This is an optimization exercise on Yosys and OpenROAD, whose aim is small area, a short achievable clock period and few clock cycles per item, not a production implementation.
The RTL was checked by simulation tests, not by an equivalence proof against the original design.
Power and IR drop assume default switching activity.

[design.v]
`default_nettype none
package tghf_pkg;
    localparam int HOLD_DEPTH = 32;
    localparam int IDX_W      = $clog2(HOLD_DEPTH);
    localparam int CNT_W      = $clog2(HOLD_DEPTH + 1);
    localparam int TIME_W      = 48;
    localparam int TAG_W       = 16;
    localparam int CAP_W       = 32;
    localparam int LIMIT_W     = 6;
    localparam int CNT32_W     = 32;
    localparam int CFG_INDEX_W = 2;
    localparam int CFG_DATA_W  = 32;
    localparam logic [CAP_W-1:0]   RESET_CAP      = 32'd3000000;
    localparam logic [LIMIT_W-1:0] RESET_LIMIT    = 6'd32;
    localparam logic [CAP_W-1:0]   DEFAULT_CAP_US = 32'd2000000;
    localparam int                 DEFAULT_LIMIT  = 512;
    localparam int                 LIM_EFF_W      = $clog2(DEFAULT_LIMIT + 1);
    localparam logic [CFG_INDEX_W-1:0] CFG_CAP   = 2'd0;
    localparam logic [CFG_INDEX_W-1:0] CFG_LIMIT = 2'd1;
    localparam logic [1:0] ACT_PUBLISH = 2'd0;
    localparam logic [1:0] ACT_ENQUEUE = 2'd1;
    localparam logic [1:0] ACT_DRAIN   = 2'd2;
    localparam logic [1:0] ACT_FLUSH   = 2'd3;
    localparam logic [1:0] KIND_RELEASE = 2'd0;
    localparam logic [1:0] KIND_STATUS  = 2'd1;
    localparam logic [1:0] KIND_SUMMARY = 2'd2;
    localparam logic [1:0] KIND_ACK     = 2'd3;
    localparam logic [1:0] ST_HELD      = 2'd0;
    localparam logic [1:0] ST_FULL_DROP = 2'd1;
    localparam logic [1:0] ST_WAIT      = 2'd2;
    localparam logic [1:0] ST_DIRECT    = 2'd3;
    typedef struct packed {
        logic [1:0]              action;
        logic signed [TIME_W-1:0] stamp_us;
        logic [TIME_W-1:0]       now_us;
        logic [TAG_W-1:0]        packet_tag;
        logic                    wait_when_full;
    } item_t;
    typedef struct packed {
        logic [1:0]         result_kind;
        logic [TAG_W-1:0]   released_tag;
        logic               was_forced;
        logic [1:0]         enqueue_status;
        logic               mark_advanced;
        logic [TIME_W-1:0]  oldest_hold_us;
        logic [CNT32_W-1:0] forced_total;
        logic [CNT32_W-1:0] dropped_total;
        logic               last;
    } result_t;
    typedef struct packed {
        logic signed [TIME_W-1:0] stamp;
        logic [TIME_W-1:0]        arrival;
        logic [TAG_W-1:0]         handle;
    } entry_t;
    localparam int ITEM_W   = 2 + 2 * TIME_W + TAG_W + 1;
    localparam int RESULT_W = 2 + TAG_W + 1 + 2 + 1 + TIME_W + 2 * CNT32_W + 1;
    localparam int ENTRY_W = 2 * TIME_W + TAG_W;   
    typedef struct packed {
        logic [CAP_W-1:0]     cap;
        logic [LIM_EFF_W-1:0] limit;
    } cfg_t;
    typedef struct packed {
        logic [CNT_W-1:0] held;
        logic             closed;
        logic             idle;
    } status_t;
endpackage
`default_nettype wire
`default_nettype none
module tghf_ram #(
    parameter int N  = 32,
    parameter int NI = 4
) (
    input  wire logic                clk,
    input  wire logic [NI-1:0]       ins,
    input  wire logic [47:0]         wr_stamp,
    input  wire logic [47:0]         wr_arr,
    input  wire logic [15:0]         wr_tag,
    output logic      [N-1:0][47:0]  stamp,
    output logic      [N-1:0][47:0]  arr,
    output logic      [N-1:0][15:0]  tag
);
    always_ff @(posedge clk)
    begin
        for (int s = 1; s < N; s++)
        begin
            stamp[s] <= stamp[s-1];
            arr[s]   <= arr[s-1];
            tag[s]   <= tag[s-1];
        end
        stamp[0] <= stamp[N-1];
        arr[0]   <= arr[N-1];
        tag[0]   <= tag[N-1];
        for (int k = 0; k < NI; k++)
        begin
            if (ins[k])
            begin
                stamp[k*N/NI] <= wr_stamp;
                arr[k*N/NI]   <= wr_arr;
                tag[k*N/NI]   <= wr_tag;
            end
        end
    end
endmodule
`default_nettype wire
`default_nettype none
import tghf_pkg::*;
module tghf_ctrl (
    input  wire logic         clk,
    input  wire logic         rst_n,
    input  wire logic         item_valid,
    input  wire logic [114:0] item,
    input  wire logic [31:0]  cap_eff,
    input  wire logic [5:0]   limit,
    input  wire logic         slot_free,
    output logic              item_stall,
    output logic              emit_valid,
    output logic [134:0]      emit_data
);
    localparam int N  = 32;
    localparam int QD = 8;       
    localparam int NI = 4;       
    localparam int LW = 16;      
    typedef enum logic {
        F_RUN,
        F_FLAG
    } fe_t;
    function automatic logic [N-1:0] drop_pos(input logic [N-1:0] x, input logic [N-1:0] g,
                                              input logic go);
        drop_pos = x;
        if (go)
        begin
            for (int q = 0; q < N - 1; q++)
                if (g[q])
                    drop_pos[q] = x[q+1];
            drop_pos[N-1] = 1'b0;
        end
    endfunction
    function automatic logic [N-1:0] pfx_or(input logic [N-1:0] x);
        pfx_or = x;
        for (int d = 1; d < N; d = d * 2)
            pfx_or = pfx_or | (pfx_or << d);
    endfunction
    function automatic logic [N-1:0] lowest(input logic [N-1:0] x);
        lowest = x & ~(pfx_or(x) << 1);
    endfunction
    function automatic logic [N-1:0] rot(input logic [N-1:0] x);
        rot = {x[N-2:0], x[N-1]};
    endfunction
    logic         ir_v;
    logic [114:0] ir;
    logic [48:0]  thr_ir;        
    logic         fe_take;
    logic [1:0]         ir_act;
    logic signed [47:0] ir_stamp;
    logic [47:0]        ir_now;
    logic [15:0]        ir_tag;
    logic               ir_wait;
    assign ir_act   = ir[114:113];
    assign ir_stamp = ir[112:65];
    assign ir_now   = ir[64:17];
    assign ir_tag   = ir[16:1];
    assign ir_wait  = ir[0];
    assign item_stall = ir_v && !fe_take;
    always_ff @(posedge clk or negedge rst_n)
    begin
        if (!rst_n)
            ir_v <= 1'b0;
        else if (item_valid && !item_stall)
            ir_v <= 1'b1;
        else if (fe_take)
            ir_v <= 1'b0;
    end
    always_ff @(posedge clk)
    begin
        if (item_valid && !item_stall)
        begin
            ir     <= item;
            thr_ir <= {1'b0, item[64:17]} - {17'b0, cap_eff};
        end
    end
    logic [NI-1:0]       ins;
    logic [NI-1:0]       ins_free;       
    logic [NI-1:0]       ins_pick;
    logic [N-1:0]        ins_vec;        
    logic [4:0]          ins_pre;        
    logic [N-1:0][47:0]  st;
    logic [N-1:0][47:0]  ar;
    logic [N-1:0][15:0]  tg;
    tghf_ram #(.N(N), .NI(NI)) u_ram (
        .clk      (clk),
        .ins      (ins),
        .wr_stamp (ir_stamp),
        .wr_arr   (ir_now),
        .wr_tag   (ir_tag),
        .stamp    (st),
        .arr      (ar),
        .tag      (tg)
    );
    fe_t                 fe;
    logic [5:0]          cnt;            
    logic [N-1:0][4:0]   pos_slot;
    logic [N-1:0]        valid;          
    logic [N-1:0]        occ;            
    logic signed [47:0]  mark;
    logic                mark_valid;
    logic [47:0]         mark_time;
    logic                closed;
    logic [31:0]         forced;
    logic [31:0]         dropped;
    logic [1:0]          eng_busy;       
    logic [1:0]          eng_flags;      
    logic [1:0][N-1:0]   relpos;         
    logic [1:0][5:0]     frc_cnt;
    logic [1:0]          o_done;         
    logic [1:0][47:0]    oldest_r;
    logic                fe_sel;         
    logic                be_sel;         
    logic                s_sel;          
    logic [N-1:0]        frc;            
    logic [N-1:0]        aged_q;
    logic                stalled_q;
    logic [N-1:0]        reached_q;
    logic [N-1:0]        kept;           
    logic [47:0]         now_r;
    logic [47:0]         x_r;            
    logic                x_reload;
    logic                o_chk;          
    logic [N-1:0]        lower_q;        
    logic                srun;           
    logic [N-1:0]        cmask;          
    logic [1:0]          relnz;          
    logic                rq_full;
    logic [7:0][2:0]     frc_grp;        
    logic                cnt_pend;       
    localparam int QW = 1 + 2 + 16 + 2 + 1;
    logic [QD-1:0][QW-1:0] rq;
    logic [2:0]            rq_wp;
    logic [2:0]            rq_rp;
    logic [3:0]            rq_n;
    logic         o_run;
    logic [47:0]  cmp_y;
    logic [N-1:0] lt_y;
    logic [N-1:0] reached_now;
    assign o_run = srun;
    assign cmp_y = o_run ? x_r : thr_ir[47:0];
    always_comb
    begin
        for (int s = 0; s < N; s++)
        begin
            lt_y[s]        = ar[s] < cmp_y;
            reached_now[s] = mark_valid
                          && (rh_lt[s] || (rh_eq[s] && (st[s][LW-1:0] <= mark[LW-1:0])));
        end
    end
    logic [N-1:0] rh_lt;
    logic [N-1:0] rh_eq;
    logic [N-1:0] rh_fresh;
    logic         mh_change;         
    logic         rh_ok;             
    logic [1:0]   rf_lt;
    logic [1:0]   rf_eq;
    logic         in_lt;
    logic         in_eq;
    always_comb
    begin
        for (int k = 0; k < 2; k++)
        begin
            rf_lt[k] = $signed(st[k*N/2][47:LW]) < $signed(mark[47:LW]);
            rf_eq[k] = st[k*N/2][47:LW] == mark[47:LW];
        end
        in_lt = $signed(ir_stamp[47:LW]) < $signed(mark[47:LW]);
        in_eq = ir_stamp[47:LW] == mark[47:LW];
    end
    assign rh_ok = (valid & ~rh_fresh) == '0;
    always_ff @(posedge clk)
    begin
        rh_lt <= rot(rh_lt);
        rh_eq <= rot(rh_eq);
        for (int k = 0; k < 2; k++)
        begin
            rh_lt[k*N/2 + 1] <= rf_lt[k];
            rh_eq[k*N/2 + 1] <= rf_eq[k];
        end
        for (int s = 0; s < N; s++)
        begin
            if (ins_vec[s])
            begin
                rh_lt[s] <= in_lt;
                rh_eq[s] <= in_eq;
            end
        end
    end
    always_ff @(posedge clk or negedge rst_n)
    begin
        if (!rst_n)
            rh_fresh <= '0;
        else if (mh_change)
            rh_fresh <= '0;
        else
        begin
            rh_fresh <= rot(rh_fresh);
            for (int k = 0; k < 2; k++)
                rh_fresh[k*N/2 + 1] <= 1'b1;
            for (int s = 0; s < N; s++)
                if (ins_vec[s])
                    rh_fresh[s] <= 1'b1;
        end
    end
    always_ff @(posedge clk)
    begin
        reached_q <= rot(reached_now);
        aged_q    <= rot(thr_ir[48] ? '0 : lt_y);
        stalled_q <= !thr_ir[48] && (mark_time < thr_ir[47:0]);
    end
    logic          pending;      
    logic          lim_hit;      
    logic          advance;
    logic          fe_ok;
    logic          do_write;
    logic          ins_ok;
    logic          q_push;
    logic [QW-1:0] q_in;
    logic          drain_go;     
    logic          flush_go;     
    logic          eng_free;
    assign pending  = (eng_busy[0] && (!eng_flags[0] || relnz[0]))
                   || (eng_busy[1] && (!eng_flags[1] || relnz[1]));
    function automatic logic lim_of(input logic [5:0] c, input logic [5:0] l);
        lim_of = c[5] || ((l != 6'd0) && (c >= l));
    endfunction
    logic lim_hit_r;
    logic zero_r;
    assign lim_hit = lim_hit_r;
    always_ff @(posedge clk or negedge rst_n)
    begin
        if (!rst_n)
        begin
            lim_hit_r <= 1'b0;
            zero_r    <= 1'b1;
        end
        else if (do_write && !rel_go)
        begin
            lim_hit_r <= lim_of(cnt + 6'd1, limit);
            zero_r    <= 1'b0;
        end
        else if (!do_write && rel_go)
        begin
            lim_hit_r <= lim_of(cnt - 6'd1, limit);
            zero_r    <= (cnt == 6'd1);
        end
        else
        begin
            lim_hit_r <= lim_of(cnt, limit);
            zero_r    <= (cnt == 6'd0);
        end
    end
    assign advance  = !mark_valid || (ir_stamp > mark);
    assign mh_change = fe_take && (ir_act == ACT_PUBLISH) && advance
                    && (!mark_valid || (ir_stamp[47:LW] != mark[47:LW]));
    assign eng_free = !eng_busy[fe_sel] && !o_run;
    always_comb
    begin
        for (int k = 0; k < NI; k++)
            ins_free[k] = !occ[(k*N/NI + N - 1) % N];
        ins_pick = ins_free & ~(ins_free - NI'(1));
        ins_pre  = '0;
        ins_vec  = '0;
        for (int k = 0; k < NI; k++)
        begin
            if (ins_pick[k])
            begin
                ins_pre |= 5'((k*N/NI + N - 1) % N);
                ins_vec[k*N/NI] = do_write;
            end
        end
    end
    assign ins_ok = ins_free != '0;
    always_comb
    begin
        fe_ok = 1'b0;
        unique case (ir_act)
            ACT_PUBLISH: fe_ok = 1'b1;
            ACT_ENQUEUE: fe_ok = closed || (!lim_hit && ins_ok) || (lim_hit && !pending);
            ACT_DRAIN:   fe_ok = zero_r || (eng_free && rh_ok);
            default:     fe_ok = zero_r || eng_free;
        endcase
    end
    assign fe_take  = ir_v && (fe == F_RUN) && !rq_full && fe_ok;
    assign do_write = fe_take && (ir_act == ACT_ENQUEUE) && !closed && !lim_hit;
    assign q_push   = fe_take;
    assign drain_go = fe_take && (ir_act == ACT_DRAIN) && !zero_r;
    assign flush_go = fe_take && (ir_act == ACT_FLUSH) && !zero_r;
    assign ins      = do_write ? ins_pick : '0;
    always_comb
    begin
        q_in = '0;
        unique case (ir_act)
            ACT_PUBLISH:
                q_in = {1'b0, KIND_ACK, 16'h0, 2'b00, advance};
            ACT_ENQUEUE:
            begin
                if (closed)
                    q_in = {1'b0, KIND_STATUS, ir_tag, ST_DIRECT, 1'b0};
                else if (lim_hit)
                    q_in = {1'b0, KIND_STATUS, 16'h0, ir_wait ? ST_WAIT : ST_FULL_DROP, 1'b0};
                else
                    q_in = {1'b0, KIND_STATUS, 16'h0, ST_HELD, 1'b0};
            end
            default:
                q_in = {!zero_r, KIND_SUMMARY, 16'h0, 2'b00, 1'b0};
        endcase
    end
    logic [N-1:0] rel_s;
    logic [N-1:0] kept_new;
    logic [N-1:0] frc_new;
    logic [N-1:0] relpos_new;
    logic [N-1:0] head_oh;
    logic [5:0]   frc_cnt_tmp;
    assign rel_s    = valid & (reached_q | ({N{stalled_q}} & aged_q));
    assign kept_new = valid & ~rel_s;
    assign frc_new  = valid & ~reached_q & {N{stalled_q}} & aged_q;
    always_comb
    begin
        for (int q = 0; q < N; q++)
            relpos_new[q] = rel_s[pos_slot[q]] && cmask[q];
        head_oh = '0;
        if (kept_new[pos_slot[0]])
            head_oh[pos_slot[0]] = 1'b1;
        else
            head_oh[pos_slot[1]] = 1'b1;
        frc_cnt_tmp = '0;
        for (int g = 0; g < 8; g++)
            frc_cnt_tmp = frc_cnt_tmp + 6'(frc_grp[g]);
    end
    logic [QW-1:0] q_head;
    logic          q_drain;
    logic          eng_go;
    logic          rel_go;       
    logic          sum_go;       
    logic          pl_go;        
    logic          q_pop;
    logic [N-1:0]  be_rel;
    assign q_head  = rq[rq_rp];
    assign q_drain = q_head[QW-1];
    assign be_rel  = relpos[be_sel];
    logic [N-1:0] ge;
    logic [N-1:0] first_oh;
    logic [4:0]   rel_slot;
    logic [N-1:0] rel_slot_oh;
    logic [15:0]  rel_tag;
    logic         rel_frc;
    always_comb
    begin
        ge = pfx_or(be_rel);
        first_oh = ge & ~{ge[N-2:0], 1'b0};
        rel_slot = '0;
        for (int q = 0; q < N; q++)
            rel_slot = rel_slot | ({5{first_oh[q]}} & pos_slot[q]);
        rel_slot_oh = '0;
        rel_slot_oh[rel_slot] = 1'b1;
        rel_tag = '0;
        for (int s = 0; s < N; s++)
            rel_tag = rel_tag | ({16{rel_slot_oh[s]}} & tg[s]);
        rel_frc = |(rel_slot_oh & frc);
    end
    logic [31:0] forced_new;
    assign forced_new = forced + 32'(frc_cnt[be_sel]);
    logic [N-1:0] lower;
    logic [N-1:0] pick_oh;
    logic [N-1:0] arr_sel;
    logic [47:0]  arr_pick;
    logic [47:0]  o_val;
    logic         o_fin;         
    logic         be_ready;      
    logic [47:0]  be_oldest;
    assign lower = kept & lt_y;
    logic [N-1:0] keptpos;
    logic [N-1:0] kp_first;
    logic [4:0]   kp_slot;
    logic [N-1:0] kp_oh;
    always_comb
    begin
        for (int q = 0; q < N; q++)
            keptpos[q] = !relpos[0][q] && !relpos[1][q] && cmask[q];
        kp_first = lowest(keptpos);
        kp_slot  = '0;
        for (int q = 0; q < N; q++)
            kp_slot = kp_slot | ({5{kp_first[q]}} & pos_slot[q]);
        kp_oh = '0;
        kp_oh[kp_slot] = 1'b1;
    end
    always_comb
    begin
        pick_oh  = lowest(lower_q);
        arr_sel  = (fe == F_FLAG) ? head_oh : (x_reload ? kp_oh : pick_oh);
        arr_pick = '0;
        for (int s = 0; s < N; s++)
            arr_pick = arr_pick | ({48{arr_sel[s]}} & ar[s]);
    end
    assign o_val     = (x_r < now_r) ? (now_r - x_r) : '0;
    assign o_fin     = o_run && !x_reload && o_chk && (lower_q == '0);
    assign be_ready  = o_done[be_sel] || (o_fin && (s_sel == be_sel));
    assign be_oldest = o_done[be_sel] ? oldest_r[be_sel] : o_val;
    assign eng_go = (rq_n != 4'd0) && q_drain && eng_flags[be_sel]
                 && !(cnt_pend && (s_sel == be_sel));
    assign rel_go = slot_free && eng_go && relnz[be_sel];
    assign sum_go = slot_free && eng_go && !relnz[be_sel] && be_ready;
    assign pl_go  = slot_free && (rq_n != 4'd0) && !q_drain;
    assign q_pop  = sum_go || pl_go;
    logic        pl_drop;
    assign pl_drop = (q_head[QW-2 -: 2] == KIND_STATUS) && (q_head[2:1] == ST_FULL_DROP);
    assign emit_valid = rel_go || sum_go || pl_go;
    always_comb
    begin
        if (!q_drain)
            emit_data = {q_head[QW-2 -: 2], q_head[QW-4 -: 16], 1'b0, q_head[2:1],
                         q_head[0], 48'h0, forced, dropped + 32'(pl_drop), 1'b1};
        else if (relnz[be_sel])
            emit_data = {KIND_RELEASE, rel_tag, rel_frc, 2'b00, 1'b0, 48'h0,
                         forced_new, dropped, 1'b0};
        else
            emit_data = {KIND_SUMMARY, 16'h0, 1'b0, 2'b00, 1'b0, be_oldest,
                         forced_new, dropped, 1'b1};
    end
    logic [47:0] mbase;
    logic        mbase_inf;
    logic        mbase_ok;
    logic [47:0] mnew;
    logic        mnew_inf;
    logic [47:0] mv_r;
    logic        mv_inf_r;
    logic        mv_ok_r;
    logic        flag_rel;       
    logic        mnew_upd;
    assign flag_rel = (fe == F_FLAG) && (rel_s != '0);
    assign mnew_upd = do_write && (mnew_inf || (ir_now < mnew));
    always_ff @(posedge clk or negedge rst_n)
    begin
        if (!rst_n)
        begin
            mbase_inf <= 1'b1;
            mbase_ok  <= 1'b1;
            mnew_inf  <= 1'b1;
        end
        else
        begin
            if (flush_go)
            begin
                mbase_inf <= 1'b1;
                mbase_ok  <= 1'b1;
                mnew_inf  <= 1'b1;
            end
            else if (flag_rel)
            begin
                mbase_ok  <= (kept_new == '0);
                mbase_inf <= 1'b1;
                mnew_inf  <= 1'b1;
            end
            else
            begin
                if (o_fin)
                begin
                    mbase_ok  <= 1'b1;
                    mbase_inf <= 1'b0;
                end
                if (mnew_upd)
                    mnew_inf <= 1'b0;
            end
        end
    end
    always_ff @(posedge clk)
    begin
        if (o_fin)
            mbase <= x_r;
        if (mnew_upd)
            mnew <= ir_now;
        mv_ok_r  <= mbase_ok;
        mv_inf_r <= mbase_inf && mnew_inf;
        if (mbase_inf || (!mnew_inf && (mnew < mbase)))
            mv_r <= mnew;
        else
            mv_r <= mbase;
    end
    logic [N-1:0] valid_mod;
    logic [N-1:0] occ_mod;
    logic [N-1:0] frc_mod;
    logic [N-1:0] kept_mod;
    always_comb
    begin
        valid_mod = valid;
        occ_mod   = occ;
        frc_mod   = frc;
        kept_mod  = kept;
        if (fe == F_FLAG)
        begin
            valid_mod = kept_new;
            frc_mod   = frc | frc_new;
            kept_mod  = kept_new;
        end
        if (flush_go)
            valid_mod = '0;
        if (rel_go)
        begin
            occ_mod = occ_mod & ~rel_slot_oh;
            frc_mod = frc_mod & ~rel_slot_oh;
        end
    end
    logic [N-1:0] flush_pos;
    always_comb
    begin
        for (int q = 0; q < N; q++)
            flush_pos[q] = cmask[q] && !relpos[!fe_sel][q];
    end
    logic [1:0][N-1:0] relpos_nx;
    always_comb
    begin
        for (int e = 0; e < 2; e++)
            relpos_nx[e] = drop_pos(relpos[e], ge, rel_go);
        if (flush_go)
            relpos_nx[fe_sel] = drop_pos(flush_pos, ge, rel_go);
        if (fe == F_FLAG)
            relpos_nx[s_sel] = drop_pos(relpos_new, ge, rel_go);
    end
    logic [N-1:0][4:0] pos_pre;
    always_comb
    begin
        for (int q = 0; q < N; q++)
            pos_pre[q] = (do_write && (6'(q) == cnt)) ? ins_pre : pos_slot[q];
    end
    always_ff @(posedge clk or negedge rst_n)
    begin
        if (!rst_n)
        begin
            fe         <= F_RUN;
            cnt        <= '0;
            valid      <= '0;
            occ        <= '0;
            mark       <= '0;
            mark_valid <= 1'b0;
            mark_time  <= '0;
            closed     <= 1'b0;
            forced     <= '0;
            dropped    <= '0;
            eng_busy   <= '0;
            eng_flags  <= '0;
            fe_sel     <= 1'b0;
            cnt_pend   <= 1'b0;
            be_sel     <= 1'b0;
            s_sel      <= 1'b0;
            rq_wp      <= '0;
            rq_rp      <= '0;
            rq_n       <= '0;
            relpos     <= '0;
            relnz      <= '0;
            rq_full    <= 1'b0;
            cmask      <= '0;
            srun       <= 1'b0;
            for (int q = 0; q < N; q++)
                pos_slot[q] <= 5'(q);
        end
        else
        begin
            relpos  <= relpos_nx;
            relnz   <= {relpos_nx[1] != '0, relpos_nx[0] != '0};
            rq_full <= (rq_n + 4'(q_push) - 4'(q_pop)) == 4'(QD);
            if (do_write && !rel_go)
                cmask <= {cmask[N-2:0], 1'b1};
            else if (!do_write && rel_go)
                cmask <= {1'b0, cmask[N-1:1]};
            if (fe == F_FLAG)
                srun <= !(rel_s == '0 && mv_ok_r) && (kept_new != '0);
            else if (o_fin)
                srun <= 1'b0;
            if (q_push)
                rq_wp <= rq_wp + 3'd1;
            if (q_pop)
                rq_rp <= rq_rp + 3'd1;
            rq_n <= rq_n + 4'(q_push) - 4'(q_pop);
            if (cnt_pend)
                cnt_pend <= 1'b0;
            for (int q = 0; q < N - 1; q++)
                pos_slot[q] <= ((rel_go && ge[q]) ? pos_pre[q+1] : pos_pre[q]) + 5'd1;
            pos_slot[N-1] <= pos_pre[N-1] + 5'd1;
            cnt   <= cnt + 6'(do_write) - 6'(rel_go);
            valid <= rot(valid_mod) | ins_vec;
            occ   <= rot(occ_mod) | ins_vec;
            if (pl_go && pl_drop)
                dropped <= dropped + 32'd1;
            if (sum_go)
            begin
                forced            <= forced_new;
                eng_busy[be_sel]  <= 1'b0;
                eng_flags[be_sel] <= 1'b0;
                be_sel            <= !be_sel;
            end
            unique case (fe)
                F_RUN:
                begin
                    if (fe_take)
                    begin
                        unique case (ir_act)
                            ACT_PUBLISH:
                            begin
                                if (advance)
                                begin
                                    mark       <= ir_stamp;
                                    mark_valid <= 1'b1;
                                    mark_time  <= ir_now;
                                end
                            end
                            ACT_ENQUEUE: ;
                            ACT_DRAIN:
                            begin
                                if (!zero_r)
                                begin
                                    eng_busy[fe_sel] <= 1'b1;
                                    s_sel            <= fe_sel;
                                    fe_sel           <= !fe_sel;
                                    fe               <= F_FLAG;
                                end
                            end
                            default:
                            begin
                                closed <= 1'b1;
                                if (!zero_r)
                                begin
                                    eng_busy[fe_sel]  <= 1'b1;
                                    eng_flags[fe_sel] <= 1'b1;
                                    fe_sel            <= !fe_sel;
                                end
                            end
                        endcase
                    end
                end
                F_FLAG:
                begin
                    eng_flags[s_sel] <= 1'b1;
                    cnt_pend         <= (frc_new != '0);
                    fe               <= F_RUN;
                end
                default:
                begin
                    fe <= F_RUN;
                end
            endcase
        end
    end
    always_ff @(posedge clk)
    begin
        lower_q <= rot(lower);
        for (int g = 0; g < 8; g++)
            frc_grp[g] <= 3'(frc_new[4*g]) + 3'(frc_new[4*g+1]) + 3'(frc_new[4*g+2])
                        + 3'(frc_new[4*g+3]);
        if (cnt_pend)
            frc_cnt[s_sel] <= frc_cnt_tmp;
        if (o_run)
        begin
            if (x_reload)
            begin
                x_r      <= arr_pick;
                x_reload <= 1'b0;
            end
            else if (!o_chk)
            begin
                o_chk <= 1'b1;
            end
            else if (lower_q == '0)
            begin
                o_done[s_sel]   <= 1'b1;
                oldest_r[s_sel] <= o_val;
            end
            else
            begin
                x_r   <= arr_pick;
                o_chk <= 1'b0;
            end
        end
        if (q_push)
            rq[rq_wp] <= q_in;
        frc  <= rot(frc_mod) & ~ins_vec;
        kept <= rot(kept_mod);
        unique case (fe)
            F_RUN:
            begin
                if (drain_go)
                    now_r <= ir_now;
                if (flush_go)
                begin
                    frc_cnt[fe_sel]  <= '0;
                    o_done[fe_sel]   <= 1'b1;
                    oldest_r[fe_sel] <= '0;
                end
            end
            F_FLAG:
            begin
                frc_cnt[s_sel] <= '0;
                x_r            <= arr_pick;
                x_reload       <= !kept_new[pos_slot[0]] && !(kept_new[pos_slot[1]] && (cnt > 6'd1));
                o_chk          <= 1'b0;
                if (rel_s == '0 && mv_ok_r)
                begin
                    o_done[s_sel]   <= 1'b1;
                    oldest_r[s_sel] <= (mv_inf_r || !(mv_r < now_r)) ? '0 : (now_r - mv_r);
                end
                else
                begin
                    o_done[s_sel]   <= (kept_new == '0);
                    oldest_r[s_sel] <= '0;
                end
            end
            default: ;
        endcase
    end
endmodule
`default_nettype wire
`default_nettype none
import tghf_pkg::*;
module timestamp_gated_hold_fifo_top (
    input  wire logic                               clk,
    input  wire logic                               rst_n,
    input  wire logic                               item_valid,
    output logic                                    item_stall,
    input  wire logic [tghf_pkg::ITEM_W-1:0]        item,
    output logic                                    result_valid,
    input  wire logic                               result_stall,
    output logic [tghf_pkg::RESULT_W-1:0]           result,
    input  wire logic                               cfg_valid,
    output logic                                    cfg_ready,
    input  wire logic [tghf_pkg::CFG_INDEX_W-1:0]   cfg_index,
    input  wire logic [tghf_pkg::CFG_DATA_W-1:0]    cfg_data
);
    logic [CAP_W-1:0]   cap_eff;
    logic [LIMIT_W-1:0] limit_reg;
    logic                         result_valid_reg;
    logic [tghf_pkg::RESULT_W-1:0] result_reg;
    logic                         slot_free;
    logic                         emit_valid;
    logic [tghf_pkg::RESULT_W-1:0] emit_data;
    assign cfg_ready = 1'b1;
    always_ff @(posedge clk or negedge rst_n)
    begin
        if (!rst_n)
        begin
            cap_eff   <= RESET_CAP;
            limit_reg <= RESET_LIMIT;
        end
        else if (cfg_valid)
        begin
            if (cfg_index == CFG_CAP)
                cap_eff <= (cfg_data == '0) ? DEFAULT_CAP_US : cfg_data;
            else if (cfg_index == CFG_LIMIT)
                limit_reg <= cfg_data[LIMIT_W-1:0];
        end
    end
    tghf_ctrl u_ctrl (
        .clk        (clk),
        .rst_n      (rst_n),
        .item_valid (item_valid),
        .item       (item),
        .cap_eff    (cap_eff),
        .limit      (limit_reg),
        .slot_free  (slot_free),
        .item_stall (item_stall),
        .emit_valid (emit_valid),
        .emit_data  (emit_data)
    );
    assign slot_free  = !result_valid_reg || !result_stall;
    always_ff @(posedge clk or negedge rst_n)
    begin
        if (!rst_n)
            result_valid_reg <= 1'b0;
        else if (slot_free)
            result_valid_reg <= emit_valid;
    end
    always_ff @(posedge clk)
    begin
        if (slot_free)
            result_reg <= emit_data;
    end
    assign result_valid = result_valid_reg;
    assign result       = result_reg;
endmodule
`default_nettype wire
[run.sh]
#!/bin/bash
# synth_recipe.tcl (not shown) runs the flow's synth.tcl, then flattens the netlist and writes it again
# the make line also repeats each setting of config.mk as NAME=value (left out here)
make -C /OpenROAD-flow-scripts/flow DESIGN_CONFIG=/design/flow/config.mk WORK_HOME=/design/flow/orfs CLKGATE_MAP_FILE= SYNTH_SCRIPT=/design/flow/synth_recipe.tcl finish
[config.mk]
export PLATFORM = sky130hd
export DESIGN_NAME = timestamp_gated_hold_fifo_top
export DESIGN_NICKNAME = timestamp_gated_hold_fifo_top
export VERILOG_FILES = /design/flow/design.v
export SDC_FILE = /design/flow/constraint.sdc
export NUM_CORES = 4
export LEC_CHECK = 0
export CAP_MARGIN = 20
export CORE_MARGIN = 2
export CORE_UTILIZATION = 40
export SETUP_SLACK_MARGIN = 1.5
export SLEW_MARGIN = 20
[constraint.sdc]
create_clock -name core_clock -period 7.0 [get_ports {clk}]
set_input_delay 1.4000 -clock core_clock [delete_from_list [all_inputs] [get_ports {clk}]]
set_output_delay 1.4000 -clock core_clock [all_outputs]
set_load 0.01 [all_outputs]
==> results.toml, run 1 <==
[cts]
clkSinkCount = 5243
clkTransAtPathRegs_ns = 0.06
cts_buffer_depth = 4
cts-hold-fix-buffers = 0
cts_buffers = 568
cts_root_buf = "clkbuf_16"
cts_tree = "yes"
cts_htree_levels = 6
insertion_delay_ns = 1.17

[critical_path]
crit_type = "register to register"
cp_cell_sequence = "buf_16 -> or3_4 -> a222oi_1 -> buf_4 -> buf_4 -> nand3_2 -> buf_4 -> o22ai_1 -> a2111oi_1 -> buf_4 -> nand4_1 -> buf_4 -> nor3_2 -> buf_6 -> buf_12 -> nand2_1 -> o32a_1 -> buf_6 -> a21oi_4 -> buf_12 -> a222oi_1 -> nand4_1 -> nand4b_1 -> o32a_1"
r2r_end = "result_reg[130]$_DFFE_PP_"
crit_buf_inv = 10
worst-path-max-fanout = 8
max_stage_delay_ns = 0.54
reg2reg_slack_ns = 1.28
regToRegStartpoint = "u_ctrl.be_sel$_DFFE_PN0P_"
endpoint_kind = "register"
cp_common_cell = "buf_4"
crit_family = "compound AO/OA/AOI/OAI gates"
arrival_ns = 6.60
critPathLaunchType = "register"
cp_slowest_cell = "dfrtp_4"
reg2reg_depth = 24
cp.required_ns = 7.88

[yosys]
synth_top_area_share_pct = 34.0
ys_seq_area_share_pct = 48.8
synthFlopType = "dfxtp_1"
yosysMostFrequentCell = "dfxtp_1"
synth_cell_types = 112
syn_avg_cell_area_um2 = 10.6
synth_commonest_cells = "3994 x dfxtp_1, 2768 x nand2_1, 2538 x ha_1, 1201 x a21oi_1, 1116 x o21ai_0"
postSynth.asyncResetShare_pct = 11.1
synth_edf_count = 668
synth_area_leader_cell = "dfxtp_1"
syn_inst = 22200
syn_area_mm2 = 0.235
syn_nets = 24900
yosys-top-cells-area = "dfxtp_1 34%, ha_1 14%, edfxtp_1 8.5%"
ys_seq_elements = 5243
synth_warnings = 3

[drt]
vias_per_cell = 6.04
drtIter0Drc = 23000
num_vias = 191000
drc_errors = 0
wl_per_cell_um = 31.9
drtPass1Iterations = 11
final_antenna_net_count = 0
wl_um = 1010000

[global_routing]
grt_pass1_vias = 184000
grt_usage_pct = 32.6
grt_overflow = 0
grt_pass1_wl_um = 1400000
grt_max_degree = 180
antenna_found_initial = 54

[finish]
layout-drive-gt1-share_pct = 15.1
top_regs = "u_ctrl.u_ram.arr x1536, u_ctrl.u_ram.stamp x1536, u_ctrl.u_ram.tag x512"
stdcell_count = 31600
area_growth_syn_to_layout_pct = 19.0
finalNetCount = 26000

[placement]
place_congestion = 1.03
dp.cells = 30200
dp_hpwl_um = 751000
port_buffers = 290

[pwr]
cellLeakagePower_nw = 120
cellPowerDensity_mw_per_mm2 = 474
ir_worst_vdd_uv = 1050
p_sw_mw = 57.3
clkPwrFrac_pct = 23.9
power.internal_mw = 75.4
swShare_pct = 43.2
p_seq_share_pct = 30.3
power_frac_comb_pct = 45.8

[timing]
fmax_ghz = 0.175
final-max-slew-violation-count = 0
hold_viol = 0
rsz0062_at_grt = "yes"
slew_headroom_pct = 10.4
skew_ns = 0.0999
fin_crit_sh_pct = 81.7
period_needed_ns = 5.72
setup_viol = 0
whs_ns = 0.243
tightestPinTransition_ns = 1.34

[die]
die_w_um = 771
core_area_mm2 = 0.586
io_pins = 292
core.rowCount = 281
die_area_mm2 = 0.594
die_h_um = 771
initial_utilization_pct = 40.1

[run]
max_cap_viol_count = 0

[hold_path]
holdCritPathClass = "input port to async pin"

[status]
outcome = "timing/DRC/antenna clean"
==> worst register-to-register path: stages (launching register included) <==
cell	delay, ns
dfrtp_4	0.54
buf_16	0.18
or3_4	0.42
a222oi_1	0.36
buf_4	0.24
buf_4	0.16
nand3_2	0.15
buf_4	0.25
o22ai_1	0.51
a2111oi_1	0.13
buf_4	0.18
nand4_1	0.07
buf_4	0.17
nor3_2	0.06
buf_6	0.18
buf_12	0.14
nand2_1	0.05
o32a_1	0.22
buf_6	0.16
a21oi_4	0.10
buf_12	0.16
a222oi_1	0.37
nand4_1	0.13
nand4b_1	0.18
o32a_1	0.34
==> cell type report <==
cell class              instances  area, um^2
clock inverters               268        3560
multi-input cells           15300      119000
well taps                    7782        9740
flip-flops and latches       5243      115000
fillers                     53700      306000
diodes                         48         120
clock buffers                 783       16200
inverters                     660        2510
repair buffers               1519       14300
==> placed cells by master, fill, tap and decap left out, types with 387 or more instances in the layout <==
master,instances
nor2b_1,469
edfxtp_1,668
nand3_1,399
o21ai_0,1082
a21oi_1,1183
inv_1,633
nand4_1,566
dfxtp_1,3992
ha_1,2529
nand2b_1,432
clkbuf_16,595
nand2_1,2733
nor2_1,772
dfrtp_1,427
a21o_1,387
buf_4,1000
a22oi_1,408
==> power by group through the flow <==
stage / Sequential [mW] / Combinational, mW / Clock [mW]
floorplan: 37.4 / 30.8 / 0
global placement: 40.5 / 51.4 / 0
detailed placement: 40.5 / 51.9 / 0
CTS: 39.9 / 57.2 / 32.0
global route: 40.4 / 63.6 / 33.2
finish: 40.2 / 60.7 / 31.7
==> cell families after synthesis <==
logic type	after synthesis	share of synthesized area [%]
compound gates	5006	14.1
xor+xnor	380	1.42
fa+ha+maj	2567	13.8
buf+inv	1594	2.58
flops	5243	48.8
mux	935	6.10
other cells	1	0.00159
simple gates	6436	13.2
==> routing by layer <==
layer | wire [um] | vias up | GRT usage, % | part of all wire [%]
li1 | - | 84100 | - | -
met1 | 407000 | 93700 | 42.3 | 40
met2 | 430000 | 10500 | 49.3 | 43
met3 | 90000 | 2710 | 6.87 | 8.9
met4 | 80300 | 34 | 21.3 | 8.0
met5 | 518 | - | 0.284 | 0.051
==> worst max path at each step <==
stage | cells after the start | start | slack [ns] | to
after global placement | 20 | item[17] | -0.55 | u_ctrl.thr_ir[38]$_DFFE_PP_
after floorplan | 19 | u_ctrl.be_sel$_DFFE_PN0P_ | 1.40 | result_reg[129]$_DFFE_PP_
after detailed placement | 20 | item[17] | -0.31 | u_ctrl.thr_ir[38]$_DFFE_PP_
after global routing | 26 | u_ctrl.be_sel$_DFFE_PN0P_ | 1.18 | result_reg[119]$_DFFE_PP_
final | 24 | u_ctrl.be_sel$_DFFE_PN0P_ | 1.28 | result_reg[130]$_DFFE_PP_
after CTS | 22 | u_ctrl.be_sel$_DFFE_PN0P_ | 1.28 | result_reg[120]$_DFFE_PP_
==> what timing repair did <==
| item | in CTS | in global routing |
|---|---|---|
| setup buffers | 175 | 105 |
| gates resized for setup | 424 | 289 |
| setup endpoints to repair | 371 | 269 |
| gates cloned | 6 | 8 |
| pin swaps | 127 | 171 |
==> through the flow <==
step | utilization, % | setup TNS (ns) | setup slack [ns] | total power, mW | cell area, um^2
CTS | 47.4 | 0 | 1.28 | 129 | 277000
finish | 47.8 | 0 | 1.28 | 133 | 280000
floorplan | - | 0 | 1.40 | 68.2 | 235000
global route | 47.8 | 0 | 1.18 | 137 | 280000
detailed placement | 43.4 | -0.896 | -0.315 | 92.5 | 254000
global placement | 43.4 | -2.17 | -0.552 | 91.9 | 254000
Testbench counts, summed over its fixed seeds: cycles 8,528, items 4,800.
==> inputs of run 2 (changes only) <==
--- a/design.v
+++ b/design.v
@@ -136,6 +136,37 @@
             drop_pos[N-1] = 1'b0;
         end
     endfunction
+    function automatic logic [49:0] ks_add(input logic [48:0] a, input logic [48:0] b,
+                                           input logic ci);
+        logic [48:0] g;
+        logic [48:0] p;
+        logic [48:0] gg;
+        logic [48:0] pp;
+        logic [48:0] gn;
+        logic [48:0] pn;
+        logic [49:0] c;
+        g  = a & b;
+        p  = a ^ b;
+        gg = g;
+        pp = p;
+        gg[0] = g[0] | (p[0] & ci);
+        for (int d = 1; d < 49; d = d * 2)
+        begin
+            gn = gg;
+            pn = pp;
+            for (int i = d; i < 49; i++)
+            begin
+                gn[i] = gg[i] | (pp[i] & gg[i-d]);
+                pn[i] = pp[i] & pp[i-d];
+            end
+            gg = gn;
+            pp = pn;
+        end
+        c[0] = ci;
+        for (int i = 1; i < 50; i++)
+            c[i] = gg[i-1];
+        ks_add = {c[49], p ^ c[48:0]};
+    endfunction
     function automatic logic [N-1:0] pfx_or(input logic [N-1:0] x);
         pfx_or = x;
         for (int d = 1; d < N; d = d * 2)
@@ -147,10 +178,14 @@
     function automatic logic [N-1:0] rot(input logic [N-1:0] x);
         rot = {x[N-2:0], x[N-1]};
     endfunction
+    logic         ir0_v;
+    logic [114:0] ir0;
     logic         ir_v;
     logic [114:0] ir;
     logic [48:0]  thr_ir;        
+    logic [48:0]  thr_nx;
     logic         fe_take;
+    logic         ir_move;
     logic [1:0]         ir_act;
     logic signed [47:0] ir_stamp;
     logic [47:0]        ir_now;
@@ -161,23 +196,36 @@
     assign ir_now   = ir[64:17];
     assign ir_tag   = ir[16:1];
     assign ir_wait  = ir[0];
-    assign item_stall = ir_v && !fe_take;
+    assign ir_move    = ir0_v && (!ir_v || fe_take);
+    assign item_stall = ir0_v && !ir_move;
+    assign thr_nx     = ir_move ? 49'(ks_add({1'b0, ir0[64:17]}, ~{17'b0, cap_eff}, 1'b1))
+                                : thr_ir;
     always_ff @(posedge clk or negedge rst_n)
     begin
         if (!rst_n)
-            ir_v <= 1'b0;
-        else if (item_valid && !item_stall)
-            ir_v <= 1'b1;
-        else if (fe_take)
-            ir_v <= 1'b0;
+        begin
+            ir0_v <= 1'b0;
+            ir_v  <= 1'b0;
+        end
+        else
+        begin
+            if (item_valid && !item_stall)
+                ir0_v <= 1'b1;
+            else if (ir_move)
+                ir0_v <= 1'b0;
+            if (ir_move)
+                ir_v <= 1'b1;
+            else if (fe_take)
+                ir_v <= 1'b0;
+        end
     end
     always_ff @(posedge clk)
     begin
         if (item_valid && !item_stall)
-        begin
-            ir     <= item;
-            thr_ir <= {1'b0, item[64:17]} - {17'b0, cap_eff};
-        end
+            ir0 <= item;
+        if (ir_move)
+            ir <= ir0;
+        thr_ir <= thr_nx;
     end
     logic [NI-1:0]       ins;
     logic [NI-1:0]       ins_free;       
@@ -224,10 +272,17 @@
     logic [N-1:0]        kept;           
     logic [47:0]         now_r;
     logic [47:0]         x_r;            
-    logic                x_reload;
+    logic [47:0]         y_r;            
+    logic                y_neg;          
+    logic [47:0]         x_nx;
+    logic                srun_nx;
+    logic                x_reload;       
+    logic                x_rl2;          
+    logic [N-1:0]        kp_r;
     logic                o_chk;          
     logic [N-1:0]        lower_q;        
     logic                srun;           
+    logic [31:0]         fplus;
     logic [N-1:0]        cmask;          
     logic [1:0]          relnz;          
     logic                rq_full;
@@ -243,7 +298,7 @@
     logic [N-1:0] lt_y;
     logic [N-1:0] reached_now;
     assign o_run = srun;
-    assign cmp_y = o_run ? x_r : thr_ir[47:0];
+    assign cmp_y = y_r;
     always_comb
     begin
         for (int s = 0; s < N; s++)
@@ -310,7 +365,7 @@
     always_ff @(posedge clk)
     begin
         reached_q <= rot(reached_now);
-        aged_q    <= rot(thr_ir[48] ? '0 : lt_y);
+        aged_q    <= rot(y_neg ? '0 : lt_y);
         stalled_q <= !thr_ir[48] && (mark_time < thr_ir[47:0]);
     end
     logic          pending;      
@@ -465,7 +520,38 @@
         rel_frc = |(rel_slot_oh & frc);
     end
     logic [31:0] forced_new;
-    assign forced_new = forced + 32'(frc_cnt[be_sel]);
+    logic        fp_ok;
+    logic        be_sel_nx;
+    assign forced_new = fplus;
+    assign be_sel_nx  = sum_go ? !be_sel : be_sel;
+    logic        cp_be;          
+    logic        zero_be;        
+    logic [25:0] fhi_inc;        
+    logic        fhi_ok;         
+    logic [6:0]  flo;
+    logic [31:0] fplus_nx;
+    assign cp_be   = cnt_pend && (s_sel == be_sel_nx);
+    assign zero_be = ((fe == F_FLAG) && (s_sel == be_sel_nx)) || (flush_go && (fe_sel == be_sel_nx));
+    assign flo     = {1'b0, forced[5:0]} + {1'b0, frc_cnt_tmp};
+    always_comb
+    begin
+        if (cp_be)
+            fplus_nx = {flo[6] ? fhi_inc : forced[31:6], flo[5:0]};
+        else if (zero_be)
+            fplus_nx = sum_go ? fplus : forced;
+        else if (sum_go)
+            fplus_nx = 32'(ks_add(49'(fplus), 49'(frc_cnt[!be_sel]), 1'b0));
+        else
+            fplus_nx = 32'(ks_add(49'(forced), 49'(frc_cnt[be_sel]), 1'b0));
+    end
+    always_ff @(posedge clk)
+    begin
+        fplus   <= fplus_nx;
+        if (sum_go)
+            fhi_inc <= 26'(ks_add(49'(fplus[31:6]), 49'd0, 1'b1));
+        else
+            fhi_inc <= 26'(ks_add(49'(forced[31:6]), 49'd0, 1'b1));
+    end
     logic [N-1:0] lower;
     logic [N-1:0] pick_oh;
     logic [N-1:0] arr_sel;
@@ -493,29 +579,59 @@
     always_comb
     begin
         pick_oh  = lowest(lower_q);
-        arr_sel  = (fe == F_FLAG) ? head_oh : (x_reload ? kp_oh : pick_oh);
+        arr_sel  = (fe == F_FLAG) ? head_oh : (x_rl2 ? kp_r : pick_oh);
         arr_pick = '0;
         for (int s = 0; s < N; s++)
             arr_pick = arr_pick | ({48{arr_sel[s]}} & ar[s]);
     end
-    assign o_val     = (x_r < now_r) ? (now_r - x_r) : '0;
-    assign o_fin     = o_run && !x_reload && o_chk && (lower_q == '0);
+    always_comb
+    begin
+        if (fe == F_FLAG)
+        begin
+            x_nx    = arr_pick;
+            srun_nx = !(rel_s == '0 && mv_ok_r) && (kept_new != '0);
+        end
+        else
+        begin
+            x_nx    = (o_run && (x_rl2 || (o_chk && (lower_q != '0)))) ? arr_pick : x_r;
+            srun_nx = o_fin ? 1'b0 : srun;
+        end
+    end
+    always_ff @(posedge clk)
+    begin
+        y_r   <= srun_nx ? x_nx : thr_nx[47:0];
+        y_neg <= !srun_nx && thr_nx[48];
+    end
+    logic [49:0] xd;
+    assign xd        = ks_add({1'b0, now_r}, ~{1'b0, x_r}, 1'b1);
+    assign o_val     = (!xd[48] && (xd[47:0] != '0)) ? xd[47:0] : '0;
+    assign o_fin     = o_run && !x_reload && !x_rl2 && o_chk && (lower_q == '0);
     assign be_ready  = o_done[be_sel] || (o_fin && (s_sel == be_sel));
     assign be_oldest = o_done[be_sel] ? oldest_r[be_sel] : o_val;
-    assign eng_go = (rq_n != 4'd0) && q_drain && eng_flags[be_sel]
+    assign eng_go = (rq_n != 4'd0) && q_drain && eng_flags[be_sel] && fp_ok
                  && !(cnt_pend && (s_sel == be_sel));
     assign rel_go = slot_free && eng_go && relnz[be_sel];
     assign sum_go = slot_free && eng_go && !relnz[be_sel] && be_ready;
     assign pl_go  = slot_free && (rq_n != 4'd0) && !q_drain;
     assign q_pop  = sum_go || pl_go;
     logic        pl_drop;
+    logic [31:0] dropped_p1;
+    logic [31:0] dropped_inc;    
+    assign dropped_p1 = pl_drop ? dropped_inc : dropped;
+    always_ff @(posedge clk)
+    begin
+        if (pl_go && pl_drop)
+            dropped_inc <= 32'(ks_add(49'(dropped_inc), 49'd0, 1'b1));
+        else
+            dropped_inc <= 32'(ks_add(49'(dropped), 49'd0, 1'b1));
+    end
     assign pl_drop = (q_head[QW-2 -: 2] == KIND_STATUS) && (q_head[2:1] == ST_FULL_DROP);
     assign emit_valid = rel_go || sum_go || pl_go;
     always_comb
     begin
         if (!q_drain)
             emit_data = {q_head[QW-2 -: 2], q_head[QW-4 -: 16], 1'b0, q_head[2:1],
-                         q_head[0], 48'h0, forced, dropped + 32'(pl_drop), 1'b1};
+                         q_head[0], 48'h0, forced, dropped_p1, 1'b1};
         else if (relnz[be_sel])
             emit_data = {KIND_RELEASE, rel_tag, rel_frc, 2'b00, 1'b0, 48'h0,
                          forced_new, dropped, 1'b0};
@@ -532,6 +648,8 @@
     logic        mv_inf_r;
     logic        mv_ok_r;
     logic        flag_rel;       
+    logic [49:0] md;             
+    assign md = ks_add({1'b0, now_r}, ~{1'b0, mv_r}, 1'b1);
     logic        mnew_upd;
     assign flag_rel = (fe == F_FLAG) && (rel_s != '0);
     assign mnew_upd = do_write && (mnew_inf || (ir_now < mnew));
@@ -656,6 +774,8 @@
             rq_full    <= 1'b0;
             cmask      <= '0;
             srun       <= 1'b0;
+            fp_ok      <= 1'b0;
+            fhi_ok     <= 1'b0;
             for (int q = 0; q < N; q++)
                 pos_slot[q] <= 5'(q);
         end
@@ -668,10 +788,9 @@
                 cmask <= {cmask[N-2:0], 1'b1};
             else if (!do_write && rel_go)
                 cmask <= {1'b0, cmask[N-1:1]};
-            if (fe == F_FLAG)
-                srun <= !(rel_s == '0 && mv_ok_r) && (kept_new != '0);
-            else if (o_fin)
-                srun <= 1'b0;
+            srun <= srun_nx;
+            fp_ok  <= !(cp_be && (sum_go || !fhi_ok));
+            fhi_ok <= !sum_go;
             if (q_push)
                 rq_wp <= rq_wp + 3'd1;
             if (q_pop)
@@ -686,7 +805,7 @@
             valid <= rot(valid_mod) | ins_vec;
             occ   <= rot(occ_mod) | ins_vec;
             if (pl_go && pl_drop)
-                dropped <= dropped + 32'd1;
+                dropped <= dropped_p1;
             if (sum_go)
             begin
                 forced            <= forced_new;
@@ -758,8 +877,14 @@
         begin
             if (x_reload)
             begin
-                x_r      <= arr_pick;
+                kp_r     <= rot(kp_oh);
                 x_reload <= 1'b0;
+                x_rl2    <= 1'b1;
+            end
+            else if (x_rl2)
+            begin
+                x_r   <= arr_pick;
+                x_rl2 <= 1'b0;
             end
             else if (!o_chk)
             begin
@@ -797,11 +922,12 @@
                 frc_cnt[s_sel] <= '0;
                 x_r            <= arr_pick;
                 x_reload       <= !kept_new[pos_slot[0]] && !(kept_new[pos_slot[1]] && (cnt > 6'd1));
+                x_rl2          <= 1'b0;
                 o_chk          <= 1'b0;
                 if (rel_s == '0 && mv_ok_r)
                 begin
                     o_done[s_sel]   <= 1'b1;
-                    oldest_r[s_sel] <= (mv_inf_r || !(mv_r < now_r)) ? '0 : (now_r - mv_r);
+                    oldest_r[s_sel] <= (mv_inf_r || md[48] || (md[47:0] == '0)) ? '0 : md[47:0];
                 end
                 else
                 begin
==> results.toml, run 2 <==
[status]
outcome = "timing/DRC/antenna clean"

[yosys]
synth_xor_area_share_pct = 1.52
synth_area_leader_cell = "dfxtp_1"
syn_area_mm2 = 0.247
yosys-top-cells-area = "dfxtp_1 34%, ha_1 13%, edfxtp_1 9.3%"
syn_inst = 23200
synth_cell_types = 108
yosysMostFrequentCell = "dfxtp_1"
ys_seq_area_share_pct = 49.2
postSynth.asyncResetShare_pct = 10.6
synth_warnings = 3
synthSimpleGateAreaFrac_pct = 12.7
synth_commonest_cells = "4183 x dfxtp_1, 2628 x nand2_1, 2551 x ha_1, 1289 x a21oi_1, 1203 x o21ai_0"
synthMuxAreaShare_pct = 6.47
synthFlopType = "dfxtp_1"
synth_top_area_share_pct = 33.9
synth_top_family_by_area = "compound AO/OA/AOI/OAI gates"
synth_compound_area_share_pct = 14.3
synth_adder_area_share_pct = 13.2
synth_edf_count = 766
syn_nets = 25900
syn_avg_cell_area_um2 = 10.7
ys_seq_elements = 5533

[placement]
pre_cts_slack_ns = -0.0178
place_congestion = 1.02
port_buffers = 290
dp_hpwl_um = 784000

[global_routing]
grt_max_degree = 131
grt_pass1_wl_um = 1470000
grt_usage_pct = 32.6
grt_pass1_vias = 191000
antenna_found_initial = 124
grt_overflow = 0

[timing]
skew_ns = 0.0873
period_needed_ns = 5.93
setup_ws_ns = 1.07
final-max-slew-violation-count = 0
rsz0062_at_grt = "yes"
hold_viol = 0
setup_viol = 0
slew_headroom_pct = 12.0
fin_crit_sh_pct = 84.8
tightestPinTransition_ns = 1.31
fmax_ghz = 0.169

[drt]
drc_errors = 0
drtPass1Iterations = 11
wl_um = 1070000
wl_per_cell_um = 32.6
num_vias = 200000
vias_per_cell = 6.12
final_antenna_net_count = 0
drtIter0Drc = 26800

[critical_path]
cp.required_ns = 7.91
arrival_ns = 6.85
reg2reg_depth = 23
critPathLaunchType = "register"
endpoint_kind = "register"
crit_type = "register to register"
worst-path-max-fanout = 15

[run]
max_cap_viol_count = 0

[cts]
clkSinkCount = 5533
insertion_delay_ns = 1.17
cts_htree_levels = 6
cts_root_buf = "clkbuf_16"
cts_buffer_depth = 4
cts_tree = "yes"
clkTransAtPathRegs_ns = 0.06
cts_buffers = 602

[finish]
final_cell_mix = "4179 x dfxtp_1, 2602 x nand2_1, 2537 x ha_1"
final_common_cell = "dfxtp_1"
area_growth_syn_to_layout_pct = 17.0
fillCellCount = 56500
top_regs = "u_ctrl.u_ram.arr x1536, u_ctrl.u_ram.stamp x1536, u_ctrl.u_ram.tag x512"
layout-drive-gt1-share_pct = 14.0
finalNetCount = 26700

[die]
io_pins = 292
die_w_um = 790
initial_utilization_pct = 40.2
core_area_mm2 = 0.615
die_h_um = 790
die_area_mm2 = 0.624
core.rowCount = 288

[pwr]
cellLeakagePower_nw = 125
cellPowerDensity_mw_per_mm2 = 470
finalPower_mw = 136
ir_worst_vdd_uv = 862

[hold_path]
holdCritPathClass = "input port to async pin"
==> run 2: cell type report <==
type	instances	area, um^2	area share (%)
antenna	32	80.1	0.0277
clock buffer	826	17200	5.94
clock inverter	288	3410	1.18
inverter	713	2700	0.935
multi-input combinational	15900	122000	42.3
sequential	5533	122000	42.0
tap	8120	10200	3.51
timing repair buffer	1263	11900	4.12
==> run 2: per-stage QoR <==
step	util (%)	std cells	cell area, um^2	hold WS (ns)	TNS, ns
2_1_floorplan	-	23200	247000	0.310	0
3_3_place_gp	42.8	31300	264000	0.310	0
3_5_place_dp	42.8	31300	264000	0.312	-0.0193
4_1_cts	46.4	32500	286000	0.156	0
5_1_grt	47.0	32600	289000	0.192	0
6_report	47.0	32700	289000	0.185	0
==> run 2: kinds of logic (layout without fill, tap and decap cells) <==
| group | after synthesis | after routing |
|---|---|---|
| adder cells (fa/ha/maj) | 2582 | 2582 |
| AO/OA/AOI/OAI | 5315 | 5315 |
| other | 1 | 33 |
| flip-flops | 5533 | 5533 |
| buffers and inverters | 1756 | 3090 |
| AND/OR/NAND/NOR | 6502 | 6504 |
| XOR/XNOR | 430 | 430 |
| multiplexers | 1064 | 1064 |
==> run 2: path summary, 6_finish.rpt <==
check	slack [ns]	from	end
worst max register to register	1.07	u_ctrl.be_sel$_DFF_PN0_	result_reg[128]$_DFFE_PP_
worst max-delay path	1.07	u_ctrl.be_sel$_DFF_PN0_	result_reg[128]$_DFFE_PP_
worst min register to register	0.30	u_ctrl.u_ram.stamp[1439]$_DFF_P_	u_ctrl.u_ram.stamp[1487]$_DFF_P_
min in group core_clock	0.30	u_ctrl.u_ram.stamp[1439]$_DFF_P_	u_ctrl.u_ram.stamp[1487]$_DFF_P_
worst min-delay path	0.19	rst_n	u_ctrl.mark_time[14]$_DFFE_PN0P_
max in group asynchronous	5.38	rst_n	u_ctrl.cmask[23]$_DFFE_PN0P_
==> run 2: worst max-delay path, stage by stage, from the launching register on <==
cell and delay [ns]:
dfrtp_4 0.60, buf_16 0.19, or3_4 0.40, a222oi_1 0.43
nand3_1 0.16, buf_6 0.16, or4b_4 0.49, and3_4 0.18
a2111o_1 0.43, nor4b_4 0.29, buf_6 0.18, buf_6 0.14
and2_4 0.20, buf_4 0.13, buf_4 0.10, a211o_1 0.12
o31ai_2 0.08, buf_12 0.17, nor2b_1 0.16, buf_6 0.17
a22o_1 0.18, a221oi_1 0.24, nand4_1 0.14, o32a_1 0.36
==> run 2: what timing repair did <==
item / in CTS / in global routing
gates cloned: 8 / 14
pin swaps: 61 / 170
endpoints found under the hold margin: 0 / 0
setup buffers: 76 / 130
hold buffers: 0 / 0
resized for setup: 194 / 373
setup endpoints to repair: 382 / 390
==> run 2: layer usage <==
metal | routed length [um] | track usage (%)
met3 | 129000 | 10.5
met1 | 446000 | 44.8
met4 | 58700 | 14.9
met5 | 416 | 0
met2 | 433000 | 46.7
==> run 2: where the power goes <==
part,switching [mW],internal [mW],total (mW)
clock,14.2,19.0,33.1
combinational,38.6,20.4,59.0
sequential,5.89,38.0,43.9
Testbench counts of run 2, summed over its fixed seeds: cycles 8,666, items 4,800.

==> port drivers added, routing unchanged <==
The results above use ideal ports. As a check the final layouts listed here were re-extracted and re-timed, cells and wires unchanged. Step 1 assumes that a clkbuf_16 drives the clock port and a buf_2 every other input. Step 2 times the ports against the registers' clock, not the clock port: input delays grow and output delays shrink by t, the midpoint of the rising clock arrivals with the driver on. a / b / c = ideal ports / drivers / drivers and shift; a / b = the first two.
| run | t, ns | setup WS [ns] | worst register clock-pin slew, ns |
|---|---|---|---|
| run 1 | 1.238 | 1.278 / 1.278 / 0.320 | 0.07 / 0.07 |
| run 2 | 1.258 | 1.066 / 1.066 / 1.016 | 0.08 / 0.08 |
After both steps every run listed still meets setup and hold. The setup slack of run 1, which loses most, moves by 0.000 ns with the drivers and by -0.958 ns with both steps.
